What follows belongs to an exercise in optimizing a design on an open flow for small area, a short achievable clock period and few clock cycles per item; a production flow would make more cautious choices.
Only simulation tests tie the RTL to the original design; equivalence was not proved.
Power is estimated from default activity; no workload was simulated.

== oak ==
## lenet_top
module lenet_top
(
    input  logic               clk,
    input  logic               rst,
    input  logic               start,
    input  logic [graph_w-1:0] graph,
    input  logic               load_we,
    input  logic               load_bank,
    input  logic [addr_w-1:0]  load_addr,
    input  logic [data_w-1:0]  load_data,
    output logic [num_labels*data_w-1:0] result,
    output logic               done
);
    logic [num_groups-1:0]             grp_we;
    logic [num_groups-1:0][data_w-1:0] grp_data;
    logic [7:0]                        addr_lo, addr_hi;
    bank_switch u_load (
        .clk(clk), .load_we(load_we), .load_bank(load_bank),
        .load_addr(load_addr), .load_data(load_data),
        .grp_we(grp_we), .grp_data(grp_data), .addr_lo(addr_lo), .addr_hi(addr_hi)
    );
    logic [input_depth-1:0][data_w-1:0]  img;
    logic [weight_depth-1:0][data_w-1:0] wt;
    logic [num_groups*64-1:0][data_w-1:0] gmem;
    for (genvar g = 0; g < num_groups; g++)
    begin : g_ram
        byte_ram #(.depth(g < num_groups - 1 ? 64 : weight_depth - 128)) u_ram (
            .clk(clk), .we(grp_we[g]), .addr_lo(addr_lo), .addr_hi(addr_hi),
            .wdata(grp_data[g]),
            .mem(gmem[64*g +: (g < num_groups - 1 ? 64 : weight_depth - 128)])
        );
    end
    assign img = gmem[0 +: input_depth];
    assign wt  = gmem[input_depth +: weight_depth];
    logic               stream_v, rd_v;
    logic [graph_w-1:0] rd_g;
    logic [5:0]         rd_cnt, rd_k;
    logic               rd_load;
    layer_sequencer u_sequencer (
        .clk(clk), .rst(rst), .start(start), .graph(graph),
        .load_we(load_we), .load_bank(load_bank), .load_addr(load_addr),
        .stream_v(stream_v), .rd_g(rd_g), .rd_cnt(rd_cnt),
        .rd_v(rd_v), .rd_k(rd_k), .rd_load(rd_load), .done(done)
    );
    logic [data_w-1:0]       rd_px;
    logic [1:0][data_w-1:0]  rd_half;
    logic [15:0]             rd_col, rd_row;
  ...
Size in the first run: ~4,100 flip-flops, roughly 100 I/O pins, ~0.16 mm2 of cells after synthesis.
make LEC_CHECK=0 CAP_MARGIN=20 CORE_MARGIN=2 CORE_UTILIZATION=40 CTS_CLUSTER_DIAMETER=100 CTS_CLUSTER_SIZE=20 PLACE_DENSITY=0.75 SETUP_SLACK_MARGIN=4.3 SLEW_MARGIN=20 finish   # period 7.0 ns
run.sh (not shown) runs the stock make flow with config.mk's settings and CLKGATE_MAP_FILE= SYNTH_SCRIPT=/design/flow/synth_recipe.tcl, a recipe that flattens the netlist after the stock synthesis.
Testbench counts of oak, summed over its fixed seeds: cycles 13,248, inferences 192.
Modified inputs, pine compared to oak
Settings: a deleted PLACE_DENSITY that had been 0.75.
## What came out
- pine | status: complete | timing, DRC, antenna: pass
- Compared with oak, in pine share of the clock period used by the worst path +1.7 points; net switching power +1.5%; worst clock skew on the final layout -0.0046 ns; routed via count -0.74%; overall power after layout +0.52%.

========
## build 70
Another version of the RTL of lenet_top (not shown whole).
For scale: about 10000 cells after synthesis, roughly 100 I/O pins, ~0.16 mm2 of cells after synthesis.
==> flow/config.mk <==
export PLATFORM = sky130hd
export DESIGN_NAME = lenet_top
export DESIGN_NICKNAME = lenet_top
export VERILOG_FILES = /design/flow/design.v
export SDC_FILE = /design/flow/constraint.sdc
export NUM_CORES = 4
export LEC_CHECK = 0
export CAP_MARGIN = 20
export CORE_MARGIN = 2
export CORE_UTILIZATION = 40
export CTS_CLUSTER_DIAMETER = 100
export CTS_CLUSTER_SIZE = 20
export SETUP_SLACK_MARGIN = 4.7
export SLEW_MARGIN = 20
==> flow/constraint.sdc <==
create_clock -name core_clock -period 7.0 [get_ports {clk}]
set_input_delay 1.4000 -clock core_clock [delete_from_list [all_inputs] [get_ports {clk}]]
set_output_delay 1.4000 -clock core_clock [all_outputs]
set_load 0.01 [all_outputs]
Testbench counts of build 70, summed over its fixed seeds: cycles 13,440, inferences 192.
Inputs modified between build 70 and build 35:
Settings: a change of SETUP_SLACK_MARGIN from 4.7 to 4.3.
Results
- Wire length on met1 was lower in build 35 than in build 70.
- When build 35 is set beside build 70, its actual slew at the worst max-slew pin turns out to be 0.033 ns smaller.
- Build 35: number of antenna repair diodes is 1 lower than what build 70 reported.
- Synthesis-to-layout area growth: build 70 and build 35 compared, lower one is build 35
- Reported for build 70 and build 35, placeable core area turned out identical to the last digit.
- Of build 70 and build 35, build 35 shows the lower length of routed met3 wiring, with build 70 above it.
- Build 35: global-route usage lower than build 70
diff inputs: build 35 => build 65
Settings: changing SETUP_SLACK_MARGIN from 4.3 to 4.5.
### Flow results
Relative to build 35, cell area increased by 2.3% in build 65. Number of antenna violations at the first check in global routing for build 65 is lower than for build 35. Per the comparison of build 65 with build 35, clock power was more or less identical; final wirelength rose 22000 um; data-path buffer share of cell area in the final layout grew by 1.3 points; detailed-router iteration count before antenna repair grew by 2; clock-buffer cell count went down by 7. Build 65 completed end to end with timing, DRC and antenna clean. Comparing the two runs side by side, build 65 comes out behind build 35 on via count. Comparing build 35 and build 65, the lower sequential share of layout area is on build 65.

re-timing with driven ports:
The results above use ideal ports. As a check the final layouts listed here were re-extracted and re-timed, cells and wires unchanged.
Step 1 sets driving cells, clkbuf_16 on the clock port and buf_2 on the other inputs (assumed; they add their load-dependent delay and slew).
Step 2 moves the port delays by t, midway between the first and last clock arrival at a register: inputs arrive t later, outputs are due t later. That takes back most of the time a late clock gives input paths.
Three values: no drivers, after step 1, after step 2; two values: the first two.
run	t (ns)	setup slack, ns	latest minus earliest clock arrival (ns)	slew at the worst register clock pin (ns)
oak	1.083	4.082 / 4.041 / 3.236	0.116 / 0.116	0.09 / 0.09
pine	1.099	3.964 / 3.964 / 3.199	0.120 / 0.120	0.09 / 0.09
build 70	1.080	4.136 / 4.025 / 3.056	0.106 / 0.106	0.09 / 0.09
build 35	1.066	4.065 / 3.956 / 3.126	0.119 / 0.119	0.09 / 0.09
build 65	1.091	4.058 / 3.940 / 3.082	0.135 / 0.135	0.10 / 0.10
After both steps setup and hold are still met in every run listed. The setup slack of build 70, which loses most, moves by -0.111 ns with the drivers and by -1.080 ns with both steps.
